What follows belongs to an exercise in optimizing a design on an open flow for small area, a short achievable clock period and few clock cycles per item; a production flow would make more cautious choices.
The RTL was checked by simulation tests, not by an equivalence proof against the original design.

==> flow/design.v, too long to show whole: its modules and the start of the top module <==
// module mm_front: 44 lines
// module mm_queue: 37 lines
// module mm_mul: 3749 lines
// module mm_csa: 4545 lines
// module mm_back: 203 lines
// module matrix_multiply: 53 lines
module matrix_multiply #(
  parameter int MAX_DIM = 8,
  parameter int FRAC_BITS = 16,
  parameter int DATA_WIDTH = 32
) (
  input  logic               clk,
  input  logic               rst,
  input  logic               in_valid,
  output logic               in_ready,
  input  logic [1:0]         operation,
  input  logic [2:0]         row_index,
  input  logic [2:0]         col_index,
  input  logic signed [31:0] element_value,
  output logic               out_valid,
  input  logic               out_ready,
  output logic [2:0]         out_row,
  output logic [2:0]         out_col,
  output logic signed [31:0] product_value,
  output logic               last,
  input  logic               cfg_valid,
  output logic               cfg_ready,
  input  logic [1:0]         cfg_index,
  input  logic [3:0]         cfg_data
);
  // ...
==> flow/run.sh <==
#!/bin/bash
# synth_recipe.tcl (not shown) runs the flow's synth.tcl, then flattens the netlist and writes it again
# the make line also repeats each setting of config.mk as NAME=value (left out here)
make -C /OpenROAD-flow-scripts/flow DESIGN_CONFIG=/design/flow/config.mk WORK_HOME=/design/flow/orfs CLKGATE_MAP_FILE= SYNTH_SCRIPT=/design/flow/synth_recipe.tcl finish
==> flow/config.mk <==
export PLATFORM = sky130hd
export DESIGN_NAME = matrix_multiply
export DESIGN_NICKNAME = matrix_multiply
export VERILOG_FILES = /design/flow/design.v
export SDC_FILE = /design/flow/constraint.sdc
export NUM_CORES = 4
export LEC_CHECK = 0
export CAP_MARGIN = 20
export CORE_MARGIN = 2
export CORE_UTILIZATION = 40
export SLEW_MARGIN = 20
==> flow/constraint.sdc <==
create_clock -name core_clock -period 10.0 [get_ports {clk}]
set_input_delay 2.0000 -clock core_clock [delete_from_list [all_inputs] [get_ports {clk}]]
set_output_delay 2.0000 -clock core_clock [all_outputs]
set_load 0.01 [all_outputs]
==> reports/metrics.yaml, run 1 <==
cts_tree: "done"
crit_end: "u_back.bmem[1510]"
period_share: 0.535
rrSetupSlack_ns: 4.65
critPathLaunch: "u_back.j[1]"
hold_viol: 0
numCtsBuffers: 603
io_buffer_count: 91
grt_use_total: 0.236
critical_path.max_fanout: 40
status: "finished with violations"
ant_nets: 1
seq_cell_count: 5660
finalNonFillerCells: 33900
dieArea_um2: 822000
start_util: 0.401
check.faults: "antenna rules"
signal_buffers: 560
cts.repair.resized: 0
area_growth_pct: 10.8
yosys-top-cells-area: "edfxtp_1 (41%), fa_1 (25%), mux4_2 (9.1%), dfxtp_1 (7.7%), and2_1 (4.8%)"
dr_total_vias: 182000
multi_input_cells: 11500
cp_slowest_cell: "nor2_4"
cpMostUsedCell: "nand3_1"
crit_family: "simple AND/OR/NAND/NOR gates"
Testbench counts, summed over its fixed seeds: cycles 8,287, elements 2,482.
==> module mm_back, before the edit <==
module mm_back #(
  parameter int RES_DEPTH = 5
) (
  input  logic                clk,
  input  logic                rst,
  input  logic                head_valid,
  input  mm_pkg::cmd_t        head,
  input  mm_pkg::dims_t       dims,
  output logic                pop,
  output logic                out_valid,
  input  logic                out_ready,
  output logic [2:0]          out_row,
  output logic [2:0]          out_col,
  output logic signed [31:0]  product_value,
  output logic                last
);
  localparam int W = 67;
  localparam int CAP = RES_DEPTH + 1;
  localparam int CW = $clog2(CAP + 1);
  function automatic logic [2:0] last_index(input logic [3:0] v);
    if (v == 4'd0) last_index = 3'd0;
    else if (v > 4'd8) last_index = 3'd7;
    else last_index = 3'(v - 4'd1);
  endfunction
  logic [7:0][7:0][31:0] amem;   
  logic [7:0][7:0][31:0] bmem;   
  logic wr_a, wr_b;
  for (genvar r = 0; r < 8; r++) begin : g_row
    for (genvar c = 0; c < 8; c++) begin : g_col
      always_ff @(posedge clk) begin
        if (wr_a && head.row == 3'(r) && head.col == 3'(c)) amem[r][c] <= head.data;
        if (wr_b && head.row == 3'(c) && head.col == 3'(r)) bmem[c][r] <= head.data;
      end
    end
  end
  logic busy;
  logic [2:0] i, j;
  logic h;
  logic [2:0] nr_last, nk_last, nc_last;
  logic [CW-1:0] inflight;
  logic issue, el_first, el_last, el_final, start;
  logic a_block, b_block;
  logic delivered;
  assign delivered = out_valid && out_ready;
  assign el_first = !h;
  assign el_last = h || !nk_last[2];
  assign el_final = el_last && (i == nr_last) && (j == nc_last);
  assign issue = busy && (h || (inflight != CW'(CAP)));
  assign a_block = busy && (head.row >= i) && (head.row <= nr_last) && (head.col <= nk_last);
  assign b_block = busy && (head.row <= nk_last) && (head.col <= nc_last) &&
                   !((i == nr_last) && (head.col < j));
  always_comb begin
    pop = 1'b0;
    wr_a = 1'b0;
    wr_b = 1'b0;
    start = 1'b0;
    if (head_valid) begin
      unique case (head.kind)
        mm_pkg::OP_LOAD_A: begin
          pop = !a_block;
          wr_a = !a_block;
        end
        mm_pkg::OP_LOAD_B: begin
          pop = !b_block;
          wr_b = !b_block;
        end
        default: begin
          pop = !busy;
          start = !busy;
        end
      endcase
    end
  end
  always_ff @(posedge clk) begin
    if (rst) begin
      busy <= 1'b0;
      inflight <= '0;
      i <= '0;
      j <= '0;
      h <= 1'b0;
      nr_last <= '0;
      nk_last <= '0;
      nc_last <= '0;
    end else begin
      inflight <= inflight + CW'(issue && el_first) - CW'(delivered);
      if (start) begin
        busy <= 1'b1;
        nr_last <= last_index(dims.rows);
        nk_last <= last_index(dims.inner);
        nc_last <= last_index(dims.cols);
        i <= '0;
        j <= '0;
        h <= 1'b0;
      end else if (issue) begin
        if (!el_last) begin
          h <= 1'b1;
        end else begin
          h <= 1'b0;
          if (j == nc_last) begin
            j <= '0;
            i <= i + 1'b1;
            if (i == nr_last) busy <= 1'b0;
          end else begin
            j <= j + 1'b1;
          end
        end
      end
    end
  end
  logic [7:0][31:0] a_row;
  logic [31:0] a_op [4];
  logic [31:0] b_op [4];
  logic first0, last0;
  mm_pkg::res_t tag0;
  assign a_row = amem[i];
  always_ff @(posedge clk) begin
    for (int q = 0; q < 4; q++) begin
      if ({h, 2'(q)} <= nk_last) begin
        a_op[q] <= h ? a_row[4 + q] : a_row[q];
        b_op[q] <= h ? bmem[4 + q][j] : bmem[q][j];
      end else begin
        a_op[q] <= '0;
        b_op[q] <= '0;
      end
    end
    first0 <= el_first;
    last0 <= el_last;
    tag0.row <= i;
    tag0.col <= j;
    tag0.last <= el_final;
    tag0.value <= '0;
  end
  logic [W-1:0] pr [16];
  logic [W-1:0] pr1 [16];
  logic first1, last1;
  mm_pkg::res_t tag1;
  for (genvar q = 0; q < 4; q++) begin : g_mul
    mm_mul u_mul (
      .a(a_op[q]), .b(b_op[q]),
      .s0(pr[4*q]), .c0(pr[4*q+1]), .s1(pr[4*q+2]), .c1(pr[4*q+3])
    );
  end
  always_ff @(posedge clk) begin
    for (int r = 0; r < 16; r++) pr1[r] <= pr[r];
    first1 <= first0;
    last1 <= last0;
    tag1 <= tag0;
  end
  logic [W-1:0] acc_s, acc_c, nsum, ncar, acc_sm, acc_cm;
  mm_pkg::res_t tag2;
  assign acc_sm = first1 ? '0 : acc_s;
  assign acc_cm = first1 ? '0 : acc_c;
  mm_csa u_csa (
    .r0(pr1[0]), .r1(pr1[1]), .r2(pr1[2]), .r3(pr1[3]),
    .r4(pr1[4]), .r5(pr1[5]), .r6(pr1[6]), .r7(pr1[7]),
    .r8(pr1[8]), .r9(pr1[9]), .r10(pr1[10]), .r11(pr1[11]),
    .r12(pr1[12]), .r13(pr1[13]), .r14(pr1[14]), .r15(pr1[15]),
    .r16(acc_sm), .r17(acc_cm), .s(nsum), .c(ncar)
  );
  always_ff @(posedge clk) begin
    acc_s <= nsum;
    acc_c <= ncar;
    tag2 <= tag1;
  end
  logic signed [W-1:0] total;
  logic [31:0] sat;
  mm_pkg::res_t res3;
  assign total = acc_s + acc_c;
  always_comb begin
    if (total[W-1:47] == '0 || total[W-1:47] == '1) sat = total[47:16];
    else if (total[W-1]) sat = 32'h8000_0000;
    else sat = 32'h7FFF_FFFF;
  end
  always_ff @(posedge clk) begin
    res3.row <= tag2.row;
    res3.col <= tag2.col;
    res3.last <= tag2.last;
    res3.value <= sat;
  end
  logic v0, v1, v2, v3;
  always_ff @(posedge clk) begin
    if (rst) begin
      v0 <= 1'b0;
      v1 <= 1'b0;
      v2 <= 1'b0;
      v3 <= 1'b0;
    end else begin
      v0 <= issue;
      v1 <= v0;
      v2 <= v1 && last1;
      v3 <= v2;
    end
  end
  mm_pkg::res_t out_res;
  mm_queue #(.DEPTH(RES_DEPTH)) u_res (
    .clk(clk), .rst(rst), .in_valid(v3), .in_res(res3),
    .out_valid(out_valid), .out_ready(out_ready), .out_res(out_res)
  );
  assign out_row = out_res.row;
  assign out_col = out_res.col;
  assign product_value = out_res.value;
  assign last = out_res.last;
endmodule
==> inputs of run 2 (changes only) <==
--- a/flow/design.v
+++ b/flow/design.v
@@ -8477,4 +8477,34 @@
     end
   end
+  logic busy_nx;
+  logic [2:0] i_nx, j_nx, nk_last_nx;
+  logic h_nx;
+  always_comb begin
+    busy_nx = busy;
+    i_nx = i;
+    j_nx = j;
+    h_nx = h;
+    nk_last_nx = nk_last;
+    if (start) begin
+      busy_nx = 1'b1;
+      nk_last_nx = last_index(dims.inner);
+      i_nx = '0;
+      j_nx = '0;
+      h_nx = 1'b0;
+    end else if (issue) begin
+      if (!el_last) begin
+        h_nx = 1'b1;
+      end else begin
+        h_nx = 1'b0;
+        if (j == nc_last) begin
+          j_nx = '0;
+          i_nx = i + 1'b1;
+          if (i == nr_last) busy_nx = 1'b0;
+        end else begin
+          j_nx = j + 1'b1;
+        end
+      end
+    end
+  end
   always_ff @(posedge clk) begin
     if (rst) begin
@@ -8489,44 +8519,48 @@
     end else begin
       inflight <= inflight + CW'(issue && el_first) - CW'(delivered);
+      busy <= busy_nx;
+      i <= i_nx;
+      j <= j_nx;
+      h <= h_nx;
+      nk_last <= nk_last_nx;
       if (start) begin
-        busy <= 1'b1;
         nr_last <= last_index(dims.rows);
-        nk_last <= last_index(dims.inner);
         nc_last <= last_index(dims.cols);
-        i <= '0;
-        j <= '0;
-        h <= 1'b0;
-      end else if (issue) begin
-        if (!el_last) begin
-          h <= 1'b1;
-        end else begin
-          h <= 1'b0;
-          if (j == nc_last) begin
-            j <= '0;
-            i <= i + 1'b1;
-            if (i == nr_last) busy <= 1'b0;
-          end else begin
-            j <= j + 1'b1;
-          end
-        end
       end
     end
   end
-  logic [7:0][31:0] a_row;
+  logic [15:0] asel;   
+  logic [15:0] bsel;   
+  logic [3:0] kval;    
+  logic [31:0] a_rd [4];
+  logic [31:0] b_rd [4];
   logic [31:0] a_op [4];
   logic [31:0] b_op [4];
   logic first0, last0;
   mm_pkg::res_t tag0;
-  assign a_row = amem[i];
   always_ff @(posedge clk) begin
+    for (int r = 0; r < 8; r++) begin
+      asel[2*r] <= (i_nx == 3'(r)) && !h_nx;
+      asel[2*r+1] <= (i_nx == 3'(r)) && h_nx;
+      bsel[r] <= (j_nx == 3'(r)) && !h_nx;
+      bsel[8+r] <= (j_nx == 3'(r)) && h_nx;
+    end
+    for (int q = 0; q < 4; q++) kval[q] <= ({h_nx, 2'(q)} <= nk_last_nx);
+  end
+  always_comb begin
     for (int q = 0; q < 4; q++) begin
-      if ({h, 2'(q)} <= nk_last) begin
-        a_op[q] <= h ? a_row[4 + q] : a_row[q];
-        b_op[q] <= h ? bmem[4 + q][j] : bmem[q][j];
-      end else begin
-        a_op[q] <= '0;
-        b_op[q] <= '0;
+      a_rd[q] = '0;
+      b_rd[q] = '0;
+      for (int r = 0; r < 8; r++) begin
+        a_rd[q] = a_rd[q] | ({32{asel[2*r]}} & amem[r][q]) | ({32{asel[2*r+1]}} & amem[r][4+q]);
+        b_rd[q] = b_rd[q] | ({32{bsel[r]}} & bmem[q][r]) | ({32{bsel[8+r]}} & bmem[4+q][r]);
       end
     end
+  end
+  always_ff @(posedge clk) begin
+    for (int q = 0; q < 4; q++) begin
+      a_op[q] <= a_rd[q] & {32{kval[q]}};
+      b_op[q] <= b_rd[q] & {32{kval[q]}};
+    end
     first0 <= el_first;
     last0 <= el_last;
==> reports/metrics.yaml, run 2 <==
first_pass_iters: 7
cts_hold_buf: 0
synth_top_area_frac: 0.417
overflow: 0
synth_edf_count: 4410
path_cells: "ha_1, nand4_1, a2111oi_0, o21ai_0, nand3_1, o21a_1, o21ai_0, a2111oi_0, nand4_1, nor4_1, nand4_1, mux2i_4, buf_4, mux2_1"
period_share: 0.520  # -0.0146
cpPeakStageDelay_ns: 0.65
yosys-top-cells-area: "edfxtp_1 (42%), fa_1 (26%), dfxtp_1 (8.1%), and2_1 (5.0%), inv_1 (4.9%)"
finalNetCount: 28400
rows: 327
cp-start-kind: "register"
antenna_found_initial: 102
fin_crit_ns: 5.20
clock_path_buffers: 4
grt_use_total: 0.267  # +0.0304
arrival_ns: 6.19
die_h_um: 895
max_freq_mhz: 192
drt_iter0_drc: 22800
dp_cells: 33800
yosysSeqAreaShare: 0.498
dieArea_um2: 800000  # -2.6%
relSlewSlack: 0.214
cts_tree: "done"
viasPerCell: 5.62
final_common_cell: "edfxtp_1"
hold_viol: 0  # unchanged
routedWlPerCell_um: 30.8
avgSynthCellArea_um2: 13.2
holdWs_ns: 0.325
clk_pin_slew_worst_paths_ns: 0.06
start_util: 0.401  # about the same
clockRootBuffer: "clkbuf_16"
worstSetupPathType: "register to register"
setup_viol: 0
synthTopCellsByCount: "edfxtp_1 (4410), inv_1 (4168), fa_1 (4096), and2_1 (2527), nand2_1 (1710)"
skew_ns: 0.0754
top_layer: "met5"
cap_violations: 0
drc: 0
htree_levels: 6
synth_area_um2: 317000
cpMostUsedCell: "nand4_1"
tightest_slew_ns: 1.18
fillers: 71000
hold_class: "register to register"
rsz0062_at_grt: "false"
clock-sinks: 5696
dr_total_vias: 197000  # +8.2%
ios: 93
synth_flop_cell: "edfxtp_1"
synth.distinct_cells: 74
critical_path.max_fanout: 31  # -23%
yosysTopAreaCell: "edfxtp_1"
layout_common_cells: "edfxtp_1 (4410), inv_1 (4168), fa_1 (4096), and2_1 (2527), nand2_1 (1707)"
drive_above_1_share: 0.0704
async_reset_ff_frac: 0
yosysMostFrequentCell: "edfxtp_1"
io_buffer_count: 91  # unchanged
end_kind: "register"
drv_slew: 0
syn_nets: 28600
reg_top3: "u_back.amem x2048, u_back.bmem x2048, u_back.pr1 x744"
grt_pass1_wl_mm: 1530
dp_hpwl_mm: 685
post_cts_buffers: 0
ys_ff_latch: 5696
status: "timing/DRC/antenna clean"
crit_required_ns: 10.98
core-area_um2: 792000
first_global_vias: 208000
yosysWarnings: 15
grt_max_degree: 129
die_w_um: 895
synthCells: 24000
cts.repair.resized: 0  # unchanged
fin_tns_setup_ns: 0
area_growth_pct: 10.7
numCtsBuffers: 590  # -2.2%
cp_slowest_cell: "a2111oi_0"
gp_congestion: 0.962
met3WireLength_mm: 117
clock_latency_ns: 1.16
finish.utilization: 0.444
wirelength_mm: 1080
finalNonFillerCells: 35000  # +3.3%
wl_met2_mm: 488
wl_met1_mm: 410
ant_nets: 0  # -1
run 2: through the flow:
stage,instance area [µm²],setup WS [ns]
final,351000,4.80
after global routing,351000,4.61
after CTS,351000,4.99
after detailed placement,332000,4.93
after global placement,332000,4.85
after floorplan,317000,2.02
run 2: cell families after synthesis:
group / Yosys count / share of synthesized area
AO/OA/AOI/OAI: 2655 / 0.0641
XOR/XNOR: 68 / 0.00188
adder cells (fa/ha/maj): 4521 / 0.275
buffers and inverters: 5508 / 0.0653
flip-flops: 5696 / 0.498
multiplexers: 161 / 0.00679
other: 1 / 0.0000118
AND/OR/NAND/NOR: 5373 / 0.0884
run 2: area by class of cell:
| class | instances | area (µm²) | area share |
|---|---|---|---|
| clock buffer | 808 | 16300 | 0.0464 |
| multi-input combinational | 12800 | 140000 | 0.397 |
| timing repair buffer | 633 | 5090 | 0.0145 |
| sequential | 5696 | 158000 | 0.451 |
| clock inverter | 269 | 2950 | 0.00839 |
| antenna | 102 | 255 | 0.000727 |
| inverter | 4168 | 15600 | 0.0445 |
| tap | 10500 | 13200 | 0.0375 |
run 2: metal layers:
layer,up-vias,global-route usage
li1,78400,-
met1,104000,0.352
met2,11500,0.417
met3,2268,0.0646
met4,36,0.126
met5,-,0
run 2: worst paths after layout:
path | slack (ns) | depth (start not counted) | start | endpoint
min reg2reg | 0.32 | 0 | u_back.tag1[38] | u_back.tag2[38]
min | 0.32 | 0 | u_back.tag1[38] | u_back.tag2[38]
max | 4.80 | 14 | u_back.acc_c[18] | u_back.res3[29]
max reg2reg | 4.80 | 14 | u_back.acc_c[18] | u_back.res3[29]
run 2: worst max-delay path, delay by kind of cell (launching register included):
kind / cells / cell delay (ns)
AO/OA/AOI/OAI: 5 / 1.77
adder cells (fa/ha/maj): 1 / 0.45
buffers and inverters: 1 / 0.48
flip-flops: 1 / 0.32
multiplexers: 2 / 0.64
AND/OR/NAND/NOR: 5 / 1.39
Testbench counts of run 2, summed over its fixed seeds: cycles 8,287, elements 2,482.
==> inputs of run 3 (changes only) <==
--- a/flow/design.v
+++ b/flow/design.v
@@ -8405,5 +8405,5 @@
 `timescale 1ns / 1ps
 module mm_back #(
-  parameter int RES_DEPTH = 5
+  parameter int RES_DEPTH = 6
 ) (
   input  logic                clk,
@@ -8602,20 +8602,26 @@
     tag2 <= tag1;
   end
-  logic signed [W-1:0] total;
+  logic [W-1:0] total;
+  logic signed [W-17:0] shifted;   
+  mm_pkg::res_t tag3;
+  assign total = acc_s + acc_c;
+  always_ff @(posedge clk) begin
+    shifted <= total[W-1:16];
+    tag3 <= tag2;
+  end
   logic [31:0] sat;
   mm_pkg::res_t res3;
-  assign total = acc_s + acc_c;
   always_comb begin
-    if (total[W-1:47] == '0 || total[W-1:47] == '1) sat = total[47:16];
-    else if (total[W-1]) sat = 32'h8000_0000;
+    if (shifted[W-17:31] == '0 || shifted[W-17:31] == '1) sat = shifted[31:0];
+    else if (shifted[W-17]) sat = 32'h8000_0000;
     else sat = 32'h7FFF_FFFF;
   end
   always_ff @(posedge clk) begin
-    res3.row <= tag2.row;
-    res3.col <= tag2.col;
-    res3.last <= tag2.last;
+    res3.row <= tag3.row;
+    res3.col <= tag3.col;
+    res3.last <= tag3.last;
     res3.value <= sat;
   end
-  logic v0, v1, v2, v3;
+  logic v0, v1, v2, v3, v4;
   always_ff @(posedge clk) begin
     if (rst) begin
@@ -8624,4 +8630,5 @@
       v2 <= 1'b0;
       v3 <= 1'b0;
+      v4 <= 1'b0;
     end else begin
       v0 <= issue;
@@ -8629,9 +8636,10 @@
       v2 <= v1 && last1;
       v3 <= v2;
+      v4 <= v3;
     end
   end
   mm_pkg::res_t out_res;
   mm_queue #(.DEPTH(RES_DEPTH)) u_res (
-    .clk(clk), .rst(rst), .in_valid(v3), .in_res(res3),
+    .clk(clk), .rst(rst), .in_valid(v4), .in_res(res3),
     .out_valid(out_valid), .out_ready(out_ready), .out_res(out_res)
   );
--- a/flow/config.mk
+++ b/flow/config.mk
@@ -8,4 +8,4 @@
 export CAP_MARGIN = 20
 export CORE_MARGIN = 2
-export CORE_UTILIZATION = 40
+export CORE_UTILIZATION = 55
 export SLEW_MARGIN = 20
==> reports/metrics.yaml, run 3 <==
status: "timing/DRC/antenna clean"
fillers: 44800  # -37%
critical_path.max_fanout: 18  # -42%
end_kind: "register"
dieArea_um2: 582000  # -27%
top_layer: "met5"
grt_pass1_wl_mm: 1510  # -1.4%
clock_latency_ns: 1.17  # about the same
overflow: 0  # unchanged
gp_congestion: 0.940  # -2.3%
core-area_um2: 573000  # -28%
cap_violations: 0  # unchanged
ys_ff_latch: 5794  # +1.7%
wirelength_mm: 1060  # -1.8%
start_util: 0.552  # +0.151
cts_hold_buf: 0  # unchanged
hold_viol: 0  # unchanged
clk_pin_slew_worst_paths_ns: 0.07  # about the same
setup_viol: 0  # unchanged
wl_met2_mm: 478  # -2.0%
cpPeakStageDelay_ns: 0.87  # +0.22 ns
path_buf_inv: 1  # unchanged
post_cts_buffers: 0  # unchanged
drv_slew: 0  # unchanged
htree_levels: 6  # unchanged
synth_flop_cell: "edfxtp_1"
antenna_found_initial: 108  # +5.9%
ios: 93  # unchanged
die_w_um: 763  # -15%
synthTopCellsByCount: "edfxtp_1 (4449), fa_1 (4096), inv_1 (3958), nand2_1 (2572), and2_1 (1692)"
cts.repair.resized: 0  # unchanged
multi_input_area_um2: 137000  # -1.7%
synth_area_um2: 317000  # -0.26%
tightest_slew_ns: 1.45  # +0.271 ns
crit_family: "simple AND/OR/NAND/NOR gates"
yosys-top-cells-area: "edfxtp_1 (42%), fa_1 (26%), dfxtp_1 (8.5%), inv_1 (4.7%), and2_1 (3.3%)"
holdWs_ns: 0.286  # -0.0390 ns
finalNetCount: 28300  # -0.36%
skew_ns: 0.147  # +0.0718 ns
clock_path_buffers: 4  # unchanged
cts_tree: "done"
relSlewSlack: 0.0265  # -0.187
synth_top_area_frac: 0.422  # +0.00480
io_buffer_count: 91  # unchanged
met3WireLength_mm: 102  # -13%
yosysWarnings: 15  # unchanged
yosysMostFrequentCell: "edfxtp_1"
drc: 0  # unchanged
cp_slowest_cell: "nor2_4"
crit_required_ns: 10.76  # -0.22 ns
synth_edf_count: 4449  # +0.88%
reg_top3: "u_back.amem x2048, u_back.bmem x2048, u_back.pr1 x744"
syn_nets: 28400  # -0.53%
period_share: 0.472  # -0.0479
fin_tns_setup_ns: 0  # unchanged
layout_common_cells: "edfxtp_1 (4449), fa_1 (4096), inv_1 (3958), nand2_1 (2571), and2_1 (1692)"
dr_total_vias: 196000  # -0.46%
seqCellArea_um2: 161000  # +1.5%
clock-sinks: 5794  # +1.7%
cp-start-kind: "register"
synthCells: 23800  # -0.62%
wl_met1_mm: 393  # -4.1%
first_pass_iters: 6  # -1
arrival_ns: 5.48  # -0.71 ns
ant_nets: 0  # unchanged
grt_max_degree: 129  # unchanged
numCtsBuffers: 616  # +4.4%
yosysTopAreaCell: "edfxtp_1"
rows: 278  # -15%
clockRootBuffer: "clkbuf_16"
yosysSeqAreaShare: 0.507  # +0.00874
synth.distinct_cells: 76  # +2.7%
async_reset_ff_frac: 0  # unchanged
worstSetupPathType: "register to register"
path_cells: "ha_1, a21boi_0, o21ai_0, nor3b_1, o211ai_1, nor2_1, nand2_1, nor2_4, buf_4"
area_growth_pct: 10.2
fin_crit_ns: 4.72  # -0.479 ns
grt_use_total: 0.367  # +0.100
routedWlPerCell_um: 33.1  # +7.4%
rsz0062_at_grt: "false"
first_global_vias: 206000  # -0.98%
max_freq_mhz: 212  # +10%
dp_hpwl_mm: 676  # -1.2%
drt_iter0_drc: 21800  # -4.7%
drive_above_1_share: 0.0737  # +0.00333
hold_class: "register to register"
viasPerCell: 6.12  # +8.9%
avgSynthCellArea_um2: 13.3  # +0.36%
final_common_cell: "edfxtp_1"
die_h_um: 763  # -15%
[run 3: worst reg2reg max path: cells and delay by family, from the launching register on]
family          cells  cell delay (ns)
buf+inv             1             0.42
simple gates        4             2.60
flops               1             0.67
fa+ha+maj           1             0.32
compound gates      3             0.44
[run 3: path summary, 6_finish.rpt]
path                                        from          endpoint  slack (ns)  depth (start not counted)
worst max-delay path            u_front.head[33]  u_back.bmem[179]        5.28                          9
worst max register to register  u_front.head[33]  u_back.bmem[179]        5.28                          9
worst min-delay path             u_back.tag2[33]   u_back.tag3[33]        0.29                          0
worst min register to register   u_back.tag2[33]   u_back.tag3[33]        0.29                          0
[run 3: per-layer routing]
layer,vias up,GRT usage
met5,-,0
met4,40,0.231
met3,2233,0.0683
met2,11200,0.564
met1,104000,0.487
li1,78200,-
[run 3: through the flow]
| stage | utilization | setup slack, ns | area (µm²) | instances |
|---|---|---|---|---|
| after floorplan | - | 3.23 | 317000 | 23800 |
| after global routing | 0.608 | 4.96 | 349000 | 31900 |
| final | 0.608 | 5.28 | 349000 | 32000 |
| after detailed placement | 0.572 | 4.79 | 328000 | 30700 |
| after global placement | 0.571 | 4.72 | 328000 | 30700 |
| after CTS | 0.608 | 5.26 | 348000 | 31800 |
[run 3: layout make-up]
class,count,area share
clock buffer,838,0.0485
timing repair buffer,662,0.0158
multi-input combinational,12700,0.393
clock inverter,293,0.0111
inverter,3960,0.0426
antenna,137,0.000983
sequential,5794,0.461
tap,7560,0.0271
[run 3: kinds of logic after synthesis]
logic type      count (synthesis)  share of synthesized area
flops                        5794                      0.507
simple gates                 5340                     0.0817
buf+inv                      5304                     0.0630
fa+ha+maj                    4517                      0.276
compound gates               2682                     0.0648
mux                           128                    0.00575
xor+xnor                       69                    0.00191
other cells                     1                  0.0000118
Testbench counts of run 3, summed over its fixed seeds: cycles 8,301, elements 2,482.
==> inputs of run 4 (changes only) <==
--- a/flow/design.v
+++ b/flow/design.v
@@ -8405,5 +8405,5 @@
 `timescale 1ns / 1ps
 module mm_back #(
-  parameter int RES_DEPTH = 6
+  parameter int RES_DEPTH = 5
 ) (
   input  logic                clk,
@@ -8439,8 +8439,9 @@
     end
   end
-  logic busy;
+  logic busy, run;
   logic [2:0] i, j;
   logic h;
   logic [2:0] nr_last, nk_last, nc_last;
+  logic [2:0] nr_cur, nk_cur, nc_cur;
   logic [CW-1:0] inflight;
   logic issue, el_first, el_last, el_final, start;
@@ -8448,8 +8449,12 @@
   logic delivered;
   assign delivered = out_valid && out_ready;
+  assign run = busy || start;
+  assign nr_cur = busy ? nr_last : last_index(dims.rows);
+  assign nk_cur = busy ? nk_last : last_index(dims.inner);
+  assign nc_cur = busy ? nc_last : last_index(dims.cols);
   assign el_first = !h;
-  assign el_last = h || !nk_last[2];
-  assign el_final = el_last && (i == nr_last) && (j == nc_last);
-  assign issue = busy && (h || (inflight != CW'(CAP)));
+  assign el_last = h || !nk_cur[2];
+  assign el_final = el_last && (i == nr_cur) && (j == nc_cur);
+  assign issue = run && (h || (inflight != CW'(CAP)));
   assign a_block = busy && (head.row >= i) && (head.row <= nr_last) && (head.col <= nk_last);
   assign b_block = busy && (head.row <= nk_last) && (head.col <= nc_last) &&
@@ -8481,24 +8486,20 @@
   logic h_nx;
   always_comb begin
-    busy_nx = busy;
+    busy_nx = run;
     i_nx = i;
     j_nx = j;
     h_nx = h;
-    nk_last_nx = nk_last;
-    if (start) begin
-      busy_nx = 1'b1;
-      nk_last_nx = last_index(dims.inner);
-      i_nx = '0;
-      j_nx = '0;
-      h_nx = 1'b0;
-    end else if (issue) begin
+    if (issue) begin
       if (!el_last) begin
         h_nx = 1'b1;
       end else begin
         h_nx = 1'b0;
-        if (j == nc_last) begin
+        if (el_final) begin
+          busy_nx = 1'b0;
+          i_nx = '0;
+          j_nx = '0;
+        end else if (j == nc_cur) begin
           j_nx = '0;
           i_nx = i + 1'b1;
-          if (i == nr_last) busy_nx = 1'b0;
         end else begin
           j_nx = j + 1'b1;
@@ -8506,4 +8507,5 @@
       end
     end
+    nk_last_nx = busy_nx ? nk_cur : last_index(dims.inner);
   end
   always_ff @(posedge clk) begin
@@ -8523,7 +8525,7 @@
       j <= j_nx;
       h <= h_nx;
-      nk_last <= nk_last_nx;
       if (start) begin
         nr_last <= last_index(dims.rows);
+        nk_last <= last_index(dims.inner);
         nc_last <= last_index(dims.cols);
       end
@@ -8572,5 +8574,5 @@
   logic [W-1:0] pr [16];
   logic [W-1:0] pr1 [16];
-  logic first1, last1;
+  logic last1;
   mm_pkg::res_t tag1;
   for (genvar q = 0; q < 4; q++) begin : g_mul
@@ -8582,5 +8584,4 @@
   always_ff @(posedge clk) begin
     for (int r = 0; r < 16; r++) pr1[r] <= pr[r];
-    first1 <= first0;
     last1 <= last0;
     tag1 <= tag0;
@@ -8588,6 +8589,4 @@
   logic [W-1:0] acc_s, acc_c, nsum, ncar, acc_sm, acc_cm;
   mm_pkg::res_t tag2;
-  assign acc_sm = first1 ? '0 : acc_s;
-  assign acc_cm = first1 ? '0 : acc_c;
   mm_csa u_csa (
     .r0(pr1[0]), .r1(pr1[1]), .r2(pr1[2]), .r3(pr1[3]),
@@ -8600,4 +8599,6 @@
     acc_s <= nsum;
     acc_c <= ncar;
+    acc_sm <= first0 ? '0 : nsum;
+    acc_cm <= first0 ? '0 : ncar;
     tag2 <= tag1;
   end
@@ -8616,12 +8617,10 @@
     else if (shifted[W-17]) sat = 32'h8000_0000;
     else sat = 32'h7FFF_FFFF;
+    res3.row = tag3.row;
+    res3.col = tag3.col;
+    res3.last = tag3.last;
+    res3.value = sat;
   end
-  always_ff @(posedge clk) begin
-    res3.row <= tag3.row;
-    res3.col <= tag3.col;
-    res3.last <= tag3.last;
-    res3.value <= sat;
-  end
-  logic v0, v1, v2, v3, v4;
+  logic v0, v1, v2, v3;
   always_ff @(posedge clk) begin
     if (rst) begin
@@ -8630,5 +8629,4 @@
       v2 <= 1'b0;
       v3 <= 1'b0;
-      v4 <= 1'b0;
     end else begin
       v0 <= issue;
@@ -8636,10 +8634,9 @@
       v2 <= v1 && last1;
       v3 <= v2;
-      v4 <= v3;
     end
   end
   mm_pkg::res_t out_res;
   mm_queue #(.DEPTH(RES_DEPTH)) u_res (
-    .clk(clk), .rst(rst), .in_valid(v4), .in_res(res3),
+    .clk(clk), .rst(rst), .in_valid(v3), .in_res(res3),
     .out_valid(out_valid), .out_ready(out_ready), .out_res(out_res)
   );
--- a/flow/config.mk
+++ b/flow/config.mk
@@ -8,4 +8,4 @@
 export CAP_MARGIN = 20
 export CORE_MARGIN = 2
-export CORE_UTILIZATION = 55
+export CORE_UTILIZATION = 60
 export SLEW_MARGIN = 20
==> reports/metrics.yaml, run 4 <==
status: "timing/DRC/antenna clean"
synthTopCellsByCount: "edfxtp_1 (4410), inv_1 (4209), fa_1 (4096), and2_1 (2527), nand2_1 (1681)"
finalNetCount: 28500  # +0.51%
crit_required_ns: 10.83  # +0.07 ns
area_growth_pct: 9.58
viasPerCell: 6.22  # +1.7%
cpPeakStageDelay_ns: 0.59  # -0.28 ns
clock-sinks: 5846  # +0.90%
cap_violations: 0  # unchanged
synth.distinct_cells: 87  # +14%
first_global_vias: 205000  # -0.089%
overflow: 0  # unchanged
end_kind: "register"
cts_tree: "done"
grtUsageMet1: 0.533  # +0.0458
layout_common_cells: "edfxtp_1 (4410), inv_1 (4209), fa_1 (4096), and2_1 (2527), nand2_1 (1678)"
top_usage_layer: "met2"
post_cts_buffers: 0  # unchanged
syn_nets: 28600  # +0.61%
ant_nets: 0  # unchanged
finish.utilization: 0.659  # +0.0506
antenna_found_initial: 93  # -14%
die_h_um: 734  # -3.7%
drv_slew: 0  # unchanged
synthCells: 24000  # +0.71%
htree_levels: 6  # unchanged
yosys-top-cells-area: "edfxtp_1 (41%), fa_1 (26%), dfxtp_1 (9.0%), and2_1 (4.9%), inv_1 (4.9%)"
setup_viol: 0  # unchanged
wirelength_mm: 1050  # -0.70%
clk_pin_slew_worst_paths_ns: 0.06  # about the same
yosysTopAreaCell: "edfxtp_1"
clock_path_buffers: 4  # unchanged
dieArea_um2: 539000  # -7.3%
dp_cells: 30300  # -1.3%
holdWs_ns: 0.326  # +0.0400 ns
io_buffer_count: 91  # unchanged
yosysWarnings: 15  # unchanged
clock_latency_ns: 1.13  # -0.04 ns
ys_ff_latch: 5846  # +0.90%
synth_flop_cell: "edfxtp_1"
dr_total_vias: 196000  # +0.30%
first_pass_iters: 6  # unchanged
path_cells: "buf_4, nand2_1, fa_1, inv_1, fa_1, inv_1, fa_1, fa_1, fa_1, inv_1, fa_1"
numCtsBuffers: 614  # -0.32%
synth_top_area_frac: 0.414  # -0.00810
drc: 0  # unchanged
routedWlPerCell_um: 33.3  # +0.67%
dp_hpwl_mm: 657  # -2.8%
async_reset_ff_frac: 0  # unchanged
cpMostUsedCell: "fa_1"
period_share: 0.452  # -0.0197
fillers: 39200  # -12%
grtUsageMet2: 0.593  # +0.0298
reg_top3: "u_back.amem x2048, u_back.bmem x2048, u_back.pr1 x744"
fin_tns_setup_ns: 0  # unchanged
relSlewSlack: 0.111  # +0.0844
drt_iter0_drc: 23100  # +6.2%
drive_above_1_share: 0.0721  # -0.00164
grt_pass1_wl_mm: 1490  # -0.94%
synth_area_um2: 320000  # +1.1%
final_cell_area_um2: 351000  # +0.50%
yosysMostFrequentCell: "edfxtp_1"
gp_congestion: 0.943  # +0.37%
cts_hold_buf: 0  # unchanged
yosysSeqAreaShare: 0.504  # -0.00330
avgSynthCellArea_um2: 13.3  # +0.35%
ios: 93  # unchanged
grt_max_degree: 96  # -26%
clockRootBuffer: "clkbuf_16"
critical_path.max_fanout: 32  # +14
rsz0062_at_grt: "false"
cp_slowest_cell: "fa_1"
rows: 268  # -3.6%
grtUsageMet3: 0.0797  # +0.0113
hold_viol: 0  # unchanged
finalNonFillerCells: 31500  # -1.4%
final_common_cell: "edfxtp_1"
start_util: 0.601  # +0.0493
synth_edf_count: 4410  # -0.88%
worstSetupPathType: "register to register"
grt_use_total: 0.394  # +0.0270
tightest_slew_ns: 1.33  # -0.116 ns
fin_crit_ns: 4.52  # -0.197 ns
cts.repair.resized: 0  # unchanged
die_w_um: 734  # -3.7%
max_freq_mhz: 221  # +4.4%
core-area_um2: 532000  # -7.2%
hold_class: "register to register"
arrival_ns: 5.35  # -0.13 ns
skew_ns: 0.106  # -0.0408 ns
placed_cell_area_um2: 330000  # +0.71%
cp-start-kind: "register"
## run 4: worst max-delay path, delay by kind of cell (launching register included)
kind	cells	cell delay, ns
and+or+nand+nor	1	0.16
DFF	1	0.32
adders and majority gates	6	3.12
buffers and inverters	4	0.65
## run 4: worst paths after layout
path | end | cells past startpoint | from | slack, ns
worst max-delay path | u_back.pr1[8][35] | 11 | u_back.a_op[2][18] | 5.48
worst max register to register | u_back.pr1[8][35] | 11 | u_back.a_op[2][18] | 5.48
worst min register to register | u_back.tag3[35] | 0 | u_back.tag2[35] | 0.33
worst min-delay path | u_back.tag3[35] | 0 | u_back.tag2[35] | 0.33
## run 4: cell type report
type | instances | area (µm²) | share of cell area
timing repair buffer | 612 | 5030 | 0.0144
inverter | 4210 | 15800 | 0.0451
antenna | 105 | 263 | 0.000750
sequential | 5846 | 161000 | 0.460
multi-input combinational | 12600 | 139000 | 0.396
clock inverter | 289 | 3350 | 0.00956
tap | 7020 | 8780 | 0.0251
clock buffer | 837 | 16900 | 0.0483
## run 4: through the flow
stage	setup slack, ns
global placement	4.70
finish	5.48
global route	5.34
floorplan	2.00
CTS	5.48
detailed placement	4.68
## run 4: logic make-up (layout without fill, tap and decap cells)
family | after synthesis | after routing | synth area share
AO/OA/AOI/OAI | 2623 | 2623 | 0.0638
buffers and inverters | 5531 | 5948 | 0.0651
XOR/XNOR | 68 | 68 | 0.00186
other | 1 | 106 | 0.0000117
adder cells (fa/ha/maj) | 4521 | 4521 | 0.273
multiplexers | 136 | 136 | 0.00594
AND/OR/NAND/NOR | 5279 | 5279 | 0.0865
flip-flops | 5846 | 5846 | 0.504
## run 4: per-layer routing
layer	vias to the layer above	share of wire
met1	103000	0.37
met5	-	0.00019
li1	78300	-
met3	2378	0.11
met4	34	0.077
met2	12100	0.44
Testbench counts of run 4, summed over its fixed seeds: cycles 8,223, elements 2,482.
==> inputs of run 5 (changes only) <==
--- a/flow/config.mk
+++ b/flow/config.mk
@@ -8,4 +8,4 @@
 export CAP_MARGIN = 20
 export CORE_MARGIN = 2
-export CORE_UTILIZATION = 60
+export CORE_UTILIZATION = 70
 export SLEW_MARGIN = 20
==> reports/metrics.yaml, run 5 <==
status: "timing/DRC/antenna clean"
worstHoldStart: "u_back.tag1[35]"
async_reset_ff_frac: 0  # unchanged
die_h_um: 680  # -7.4%
hold_path_end: "u_back.tag2[35]"
max_freq_mhz: 209  # -5.3%
ant_nets: 0  # unchanged
synth_area_um2: 320000  # unchanged
synth.distinct_cells: 87  # unchanged
synth_top_area_frac: 0.414  # unchanged
tightest_slew_ns: 1.33  # -0.00482 ns
arrival_ns: 5.52  # +0.17 ns
antenna_found_initial: 90  # -3.2%
die_w_um: 680  # -7.4%
clockRootBuffer: "clkbuf_16"
crit_family: "compound AO/OA/AOI/OAI gates"
grt_pass1_wl_mm: 1440  # -3.8%
htree_levels: 6  # unchanged
yosysTopAreaCell: "edfxtp_1"
avgSynthCellArea_um2: 13.3  # unchanged
synth_edf_count: 4410  # unchanged
overflow: 0  # unchanged
synth_flop_cell: "edfxtp_1"
start_util: 0.702  # +0.101
fin_crit_ns: 4.78  # +0.255 ns
clk_pin_slew_worst_paths_ns: 0.07  # about the same
cp_slowest_cell: "o31ai_1"
fin_tns_setup_ns: 0  # unchanged
rr_startpoint: "u_front.head[35]"
rrSetupSlack_ns: 5.22  # -0.25 ns
numCtsBuffers: 593  # -3.4%
post_cts_buffers: 0  # unchanged
ys_ff_latch: 5846  # unchanged
first_global_vias: 206000  # +0.43%
first_pass_iters: 9  # +3
cap_violations: 0  # unchanged
worstSetupPathType: "register to register"
cts_hold_buf: 0  # unchanged
finish.utilization: 0.765  # +0.106
final_common_cell: "edfxtp_1"
io_buffer_count: 91  # unchanged
routedWlPerCell_um: 33.0  # -0.93%
cts.repair.resized: 0  # unchanged
grt_max_degree: 129  # +34%
whs_path_depth: 0  # unchanged
dieArea_um2: 462000  # -14%
skew_ns: 0.0990  # -0.00736 ns
synthCells: 24000  # unchanged
layout_common_cells: "edfxtp_1 (4410), inv_1 (4209), fa_1 (4096), and2_1 (2527), nand2_1 (1678)"
yosys-top-cells-area: "edfxtp_1 (41%), fa_1 (26%), dfxtp_1 (9.0%), and2_1 (4.9%), inv_1 (4.9%)"
critical_path.max_fanout: 40  # +25%
reg_top3: "u_back.amem x2048, u_back.bmem x2048, u_back.pr1 x744"
drv_slew: 0  # unchanged
yosysWarnings: 15  # unchanged
cpMostUsedCell: "ha_1"
grt_use_total: 0.442  # +0.0481
r2r_cells: 15  # +4
clock_path_buffers: 4  # unchanged
r2r-end: "u_front.e1[4]"
hold_viol: 0  # unchanged
cp-start-kind: "register"
path_buf_inv: 3  # -1
wirelength_mm: 1000  # -4.4%
drive_above_1_share: 0.0720  # about the same
drt_iter0_drc: 27500  # +19%
syn_nets: 28600  # unchanged
cts_tree: "done"
end_kind: "register"
clock_latency_ns: 1.15  # +0.02 ns
rows: 248  # -7.5%
dp_hpwl_mm: 625  # -4.9%
drc: 0  # unchanged
period_share: 0.478  # +0.0255
dr_total_vias: 199000  # +1.2%
yosysSeqAreaShare: 0.504  # unchanged
fillers: 28500  # -27%
finalNetCount: 28400  # -0.23%
hold_class: "register to register"
area_growth_pct: 8.95
gp_congestion: 0.985  # +4.4%
setup_viol: 0  # unchanged
crit_required_ns: 10.74  # -0.09 ns
core-area_um2: 456000  # -14%
cpPeakStageDelay_ns: 0.93  # +0.34 ns
ios: 93  # unchanged
clock-sinks: 5846  # unchanged
viasPerCell: 6.53  # +4.9%
synthTopCellsByCount: "edfxtp_1 (4410), inv_1 (4209), fa_1 (4096), and2_1 (2527), nand2_1 (1681)"
yosysMostFrequentCell: "edfxtp_1"
path_cells: "inv_1, ha_1, nand2b_1, a21oi_1, nor2b_1, o21ai_0, o31ai_1, nand3b_1, ha_1, inv_1, ha_1, xor2_1, xnor2_1, nor3_2, buf_4"
rsz0062_at_grt: "false"
relSlewSlack: 0.114  # +0.00321
-- run 5: final cells by class --
class | instances | area [µm²] | area share
multi-input cells | 12600 | 139000 | 0.399
repair buffers | 567 | 4650 | 0.0134
clock inverters | 313 | 3810 | 0.0109
flip-flops and latches | 5846 | 161000 | 0.463
inverters | 4210 | 15800 | 0.0453
diodes | 84 | 210 | 0.000603
well taps | 6000 | 7510 | 0.0215
clock buffers | 781 | 16100 | 0.0462
-- run 5: cells by family (layout without fill, tap and decap cells) --
logic type	count (synthesis)	in the layout	synth area share
flops	5846	5846	0.504
buf+inv	5531	5871	0.0651
simple gates	5279	5279	0.0865
fa+ha+maj	4521	4521	0.273
compound gates	2623	2623	0.0638
mux	136	136	0.00594
xor+xnor	68	68	0.00186
other cells	1	85	0.0000117
-- run 5: how the worst max path moves through the flow --
stage / start / cells past startpoint / end / slack, ns
after floorplan: out_ready / 6 / u_back.u_res.buf_q[4][0] / 2.00
after global placement: out_ready / 12 / u_back.u_res.count[2] / 4.60
after detailed placement: out_ready / 12 / u_back.u_res.count[2] / 4.67
after CTS: u_front.head[35] / 15 / u_front.e1[31] / 5.39
after global routing: u_back.a_op[3][20] / 11 / u_back.pr1[15][53] / 5.15
final: u_front.head[35] / 15 / u_front.e1[4] / 5.22
-- run 5: metal layers --
metal	up-vias	GRT usage	wire length [µm]
li1	78100	-	-
met1	102000	0.577	337000
met2	15400	0.645	436000
met3	3214	0.134	142000
met4	52	0.300	87500
met5	-	0.00364	541
-- run 5: per-stage QoR --
step | area, µm² | hold slack, ns | instances | setup WS [ns]
2_1_floorplan | 320000 | 0.310 | 24000 | 2.00
3_3_place_gp | 328000 | 0.310 | 29300 | 4.60
3_5_place_dp | 328000 | 0.312 | 29300 | 4.67
4_1_cts | 348000 | 0.292 | 30300 | 5.39
5_1_grt | 348000 | 0.301 | 30400 | 5.15
6_report | 348000 | 0.296 | 30400 | 5.22
==> module mm_front, before the edit <==
module mm_front (
  input  logic         clk,
  input  logic         rst,
  input  logic         in_valid,
  output logic         in_ready,
  input  logic [1:0]   operation,
  input  logic [2:0]   row_index,
  input  logic [2:0]   col_index,
  input  logic [31:0]  element_value,
  input  logic         pop,
  output logic         head_valid,
  output mm_pkg::cmd_t head
);
  mm_pkg::cmd_t e1;
  mm_pkg::cmd_t in_cmd;
  logic [1:0] count;
  logic [1:0] count_nx;
  logic push;
  assign in_cmd.kind = operation;
  assign in_cmd.row = row_index;
  assign in_cmd.col = col_index;
  assign in_cmd.data = element_value;
  assign push = in_valid && in_ready && (operation != 2'd3);
  assign head_valid = (count != 2'd0);
  assign count_nx = count + 2'(push) - 2'(pop);
  always_ff @(posedge clk) begin
    if (rst) begin
      count <= 2'd0;
      in_ready <= 1'b1;
    end else begin
      count <= count_nx;
      in_ready <= (count_nx != 2'd2);
    end
  end
  always_ff @(posedge clk) begin
    if (pop) begin
      if (count == 2'd2) head <= e1;
      else if (push) head <= in_cmd;
    end else if (push && count == 2'd0) begin
      head <= in_cmd;
    end
    if (push && (count_nx == 2'd2)) e1 <= in_cmd;
  end
endmodule
==> inputs of run 6 (changes only) <==
--- a/flow/design.v
+++ b/flow/design.v
@@ -39,4 +39,5 @@
   output mm_pkg::cmd_t head
 );
+  mm_pkg::cmd_t e0;
   mm_pkg::cmd_t e1;
   mm_pkg::cmd_t in_cmd;
@@ -48,7 +49,15 @@
   assign in_cmd.col = col_index;
   assign in_cmd.data = element_value;
-  assign push = in_valid && in_ready && (operation != 2'd3);
-  assign head_valid = (count != 2'd0);
-  assign count_nx = count + 2'(push) - 2'(pop);
+  logic take, bypass, stored;
+  assign take = in_valid && in_ready && (operation != 2'd3);
+  assign bypass = take && (count == 2'd0) && (operation == mm_pkg::OP_COMPUTE);
+  assign stored = (count != 2'd0);
+  assign head_valid = stored || bypass;
+  always_comb begin
+    head = e0;
+    if (!stored) head.kind = mm_pkg::OP_COMPUTE;
+  end
+  assign push = take && !(bypass && pop);
+  assign count_nx = count + 2'(push) - 2'(pop && stored);
   always_ff @(posedge clk) begin
     if (rst) begin
@@ -61,9 +70,9 @@
   end
   always_ff @(posedge clk) begin
-    if (pop) begin
-      if (count == 2'd2) head <= e1;
-      else if (push) head <= in_cmd;
+    if (pop && stored) begin
+      if (count == 2'd2) e0 <= e1;
+      else if (push) e0 <= in_cmd;
     end else if (push && count == 2'd0) begin
-      head <= in_cmd;
+      e0 <= in_cmd;
     end
     if (push && (count_nx == 2'd2)) e1 <= in_cmd;
@@ -8535,4 +8544,5 @@
   logic [15:0] bsel;   
   logic [3:0] kval;    
+  logic [3:0] kmask;   
   logic [31:0] a_rd [4];
   logic [31:0] b_rd [4];
@@ -8551,4 +8561,7 @@
   end
   always_comb begin
+    for (int q = 0; q < 4; q++) kmask[q] = busy ? kval[q] : (3'(q) <= nk_cur);
+  end
+  always_comb begin
     for (int q = 0; q < 4; q++) begin
       a_rd[q] = '0;
@@ -8562,6 +8575,6 @@
   always_ff @(posedge clk) begin
     for (int q = 0; q < 4; q++) begin
-      a_op[q] <= a_rd[q] & {32{kval[q]}};
-      b_op[q] <= b_rd[q] & {32{kval[q]}};
+      a_op[q] <= a_rd[q] & {32{kmask[q]}};
+      b_op[q] <= b_rd[q] & {32{kmask[q]}};
     end
     first0 <= el_first;
--- a/flow/config.mk
+++ b/flow/config.mk
@@ -8,4 +8,4 @@
 export CAP_MARGIN = 20
 export CORE_MARGIN = 2
-export CORE_UTILIZATION = 70
+export CORE_UTILIZATION = 60
 export SLEW_MARGIN = 20
==> reports/metrics.yaml, run 6 <==
rsz0062_at_grt: "false"
dp_cells: 30200  # +3.2%
hold_class: "register to register"
io_buffer_count: 91  # unchanged
crit_required_ns: 10.77  # +0.03 ns
dieArea_um2: 539000  # +17%
end_kind: "register"
layout_common_cells: "edfxtp_1 (4410), inv_1 (4223), fa_1 (4096), and2_1 (2526), nand2_1 (1667)"
cts.repair.resized: 0  # unchanged
fin_crit_ns: 4.84  # +0.0643 ns
relSlewSlack: -0.0273  # -0.141
check.faults: "capacitance limit, slew limit"
synth.distinct_cells: 89  # +2.3%
rows: 268  # +8.1%
drc: 0  # unchanged
fillers: 39400  # +39%
antenna_found_initial: 146  # +62%
yosys-top-cells-area: "edfxtp_1 (41%), fa_1 (26%), dfxtp_1 (9.0%), inv_1 (5.0%), and2_1 (4.9%)"
worstSetupPathType: "register to register"
die_h_um: 734  # +8.0%
area_growth_pct: 9.99
tightest_slew_ns: 1.54  # +0.207 ns
drv_slew: 30  # +30
synthCells: 23900  # -0.64%
async_reset_ff_frac: 0  # unchanged
synth_flop_cell: "edfxtp_1"
dp_hpwl_mm: 669  # +6.9%
final_common_cell: "edfxtp_1"
clock-sinks: 5846  # unchanged
syn_nets: 28400  # -0.53%
cts_tree: "done"
cap_violations: 3  # +3
finalNonFillerCells: 31800  # +4.4%
first_global_vias: 204000  # -0.93%
synth_edf_count: 4410  # unchanged
wirelength_mm: 1070  # +6.3%
htree_levels: 6  # unchanged
clock_latency_ns: 1.13  # -0.02 ns
ant_nets: 0  # unchanged
avgSynthCellArea_um2: 13.4  # +0.63%
clk_pin_slew_worst_paths_ns: 0.06  # about the same
routedWlPerCell_um: 33.6  # +1.8%
fin_tns_setup_ns: 0  # unchanged
yosysSeqAreaShare: 0.504  # about the same
ys_ff_latch: 5846  # unchanged
overflow: 0  # unchanged
core-area_um2: 532000  # +17%
yosysTopAreaCell: "edfxtp_1"
cp_slowest_cell: "nor2_4"
skew_ns: 0.0882  # -0.0108 ns
period_share: 0.484  # +0.00643
die_w_um: 734  # +8.0%
finalNetCount: 28400  # -0.20%
whs_path_depth: 0  # unchanged
ios: 93  # unchanged
clock_path_buffers: 4  # unchanged
reg_top3: "u_back.amem x2048, u_back.bmem x2048, u_back.pr1 x744"
grt_max_degree: 129  # unchanged
r2r_cells: 9  # -6
drive_above_1_share: 0.0747  # +0.00272
cpPeakStageDelay_ns: 0.80  # -0.13 ns
gp_congestion: 0.965  # -2.1%
synth_area_um2: 320000  # about the same
path_cells: "inv_1, ha_1, or4_1, a21oi_1, o41ai_2, nor2_1, nand2_2, nor2_4, buf_4"
clockRootBuffer: "clkbuf_16"
cts_hold_buf: 0  # unchanged
first_pass_iters: 9  # unchanged
numCtsBuffers: 615  # +3.7%
drt_iter0_drc: 23600  # -14%
arrival_ns: 5.61  # +0.09 ns
start_util: 0.601  # -0.101
hold_viol: 0  # unchanged
max_freq_mhz: 206  # -1.3%
grt_use_total: 0.398  # -0.0432
yosysMostFrequentCell: "edfxtp_1"
critical_path.max_fanout: 17  # -57%
viasPerCell: 6.22  # -4.7%
dr_total_vias: 198000  # -0.55%
post_cts_buffers: 0  # unchanged
grt_pass1_wl_mm: 1510  # +5.0%
setup_viol: 0  # unchanged
cp-start-kind: "register"
synthTopCellsByCount: "edfxtp_1 (4410), inv_1 (4223), fa_1 (4096), and2_1 (2526), nand2_1 (1671)"
yosysWarnings: 15  # unchanged
status: "finished with violations"
synth_top_area_frac: 0.414  # about the same
## run 6: changes by cell type after synthesis, moves of 252 or more
cell and change:
o21a_1 -288, a22o_1 +415, a22oi_1 -828, nand3_1 -353, and3_1 +252, a221oi_1 +416
## run 6: layer usage
metal  global-route usage  wire length (µm)
met3               0.0791            115000
met2                0.605            477000
met1                0.535            390000
met5                    0               184
met4                0.251             83900
## run 6: worst paths after layout
check / from / end / slack, ns
min: u_back.tag2[36] / u_back.tag3[36] / 0.33
max reg2reg: u_back.j[2] / u_back.bmem[476] / 5.16
max: u_back.j[2] / u_back.bmem[476] / 5.16
min reg2reg: u_back.tag2[36] / u_back.tag3[36] / 0.33
## run 6: per-stage QoR
step                area (µm²)   util  setup slack (ns)  hold slack, ns
floorplan               320000      -              2.07           0.310
global placement        330000  0.621              3.97           0.310
detailed placement      330000  0.621              4.07           0.315
CTS                     351000  0.659              5.25           0.328
global route            352000  0.661              4.89           0.331
finish                  352000  0.661              5.16           0.327
## run 6: cell families after synthesis
group           Yosys count  synth area share
fa+ha+maj              4523             0.273
mux                     139           0.00604
simple gates           5080            0.0837
compound gates         2635            0.0658
xor+xnor                 69           0.00189
buf+inv                5559            0.0655
other cells               1         0.0000117
flops                  5846             0.504
## run 6: worst max-delay path, delay by kind of cell (launching register included)
family | cells | cell delay, ns
compound gates | 2 | 0.29
buf+inv | 2 | 0.72
flops | 1 | 0.51
simple gates | 4 | 2.66
fa+ha+maj | 1 | 0.24
## run 6: cell type report
cell class                 count  area [µm²]  share of cell area
antenna                      438        1100             0.00312
clock inverter               302        3310             0.00941
tap                         7020        8780              0.0250
clock buffer                 829       16900              0.0482
timing repair buffer         655        5480              0.0156
multi-input combinational  12400      139000               0.395
inverter                    4224       15900              0.0451
sequential                  5846      161000               0.459
Testbench counts of run 6, summed over its fixed seeds: cycles 8,160, elements 2,482.

==> what the ideal ports hide <==
The flow's constraints put no driver on any port. The routed layouts listed below were extracted and timed again, unchanged, in two steps.
Step 1: set_driving_cell puts a clkbuf_16 on clk and a buf_2 on each other input, an assumption about the parent block.
Step 2 adds t to the input delays and takes it off the output delays; t is the mean of the earliest and latest rising clock arrival at the registers after step 1. Input paths then give back, and output paths get back, about the clock's delay inside the block.
a / b / c = ideal ports / drivers / drivers and shift; a / b = the first two.
| run | t, ns | slack for setup (ns) | hold WS [ns] | worst setup path at the end | clock arrival spread, ns |
|---|---|---|---|---|---|
| run 1 | 1.244 | 4.653 / 4.653 / 4.653 | 0.310 / 0.310 / 0.310 | register to register | 0.145 / 0.145 |
| run 2 | 1.253 | 4.799 / 4.799 / 4.799 | 0.325 / 0.325 / 0.325 | register to register | 0.093 / 0.094 |
| run 3 | 1.234 | 5.278 / 5.278 / 4.782 | 0.286 / 0.286 / 0.286 | input to register | 0.149 / 0.149 |
| run 4 | 1.230 | 5.475 / 5.475 / 4.681 | 0.326 / 0.326 / 0.326 | input to register | 0.116 / 0.117 |
| run 5 | 1.242 | 5.221 / 5.221 / 4.691 | 0.296 / 0.296 / 0.296 | input to register | 0.102 / 0.102 |
| run 6 | 1.233 | 5.156 / 5.156 / 4.053 | 0.327 / 0.327 / 0.327 | input to register | 0.095 / 0.094 |
The setup slack of run 6, which loses most, moves by 0.000 ns with the drivers and by -1.103 ns with both steps.
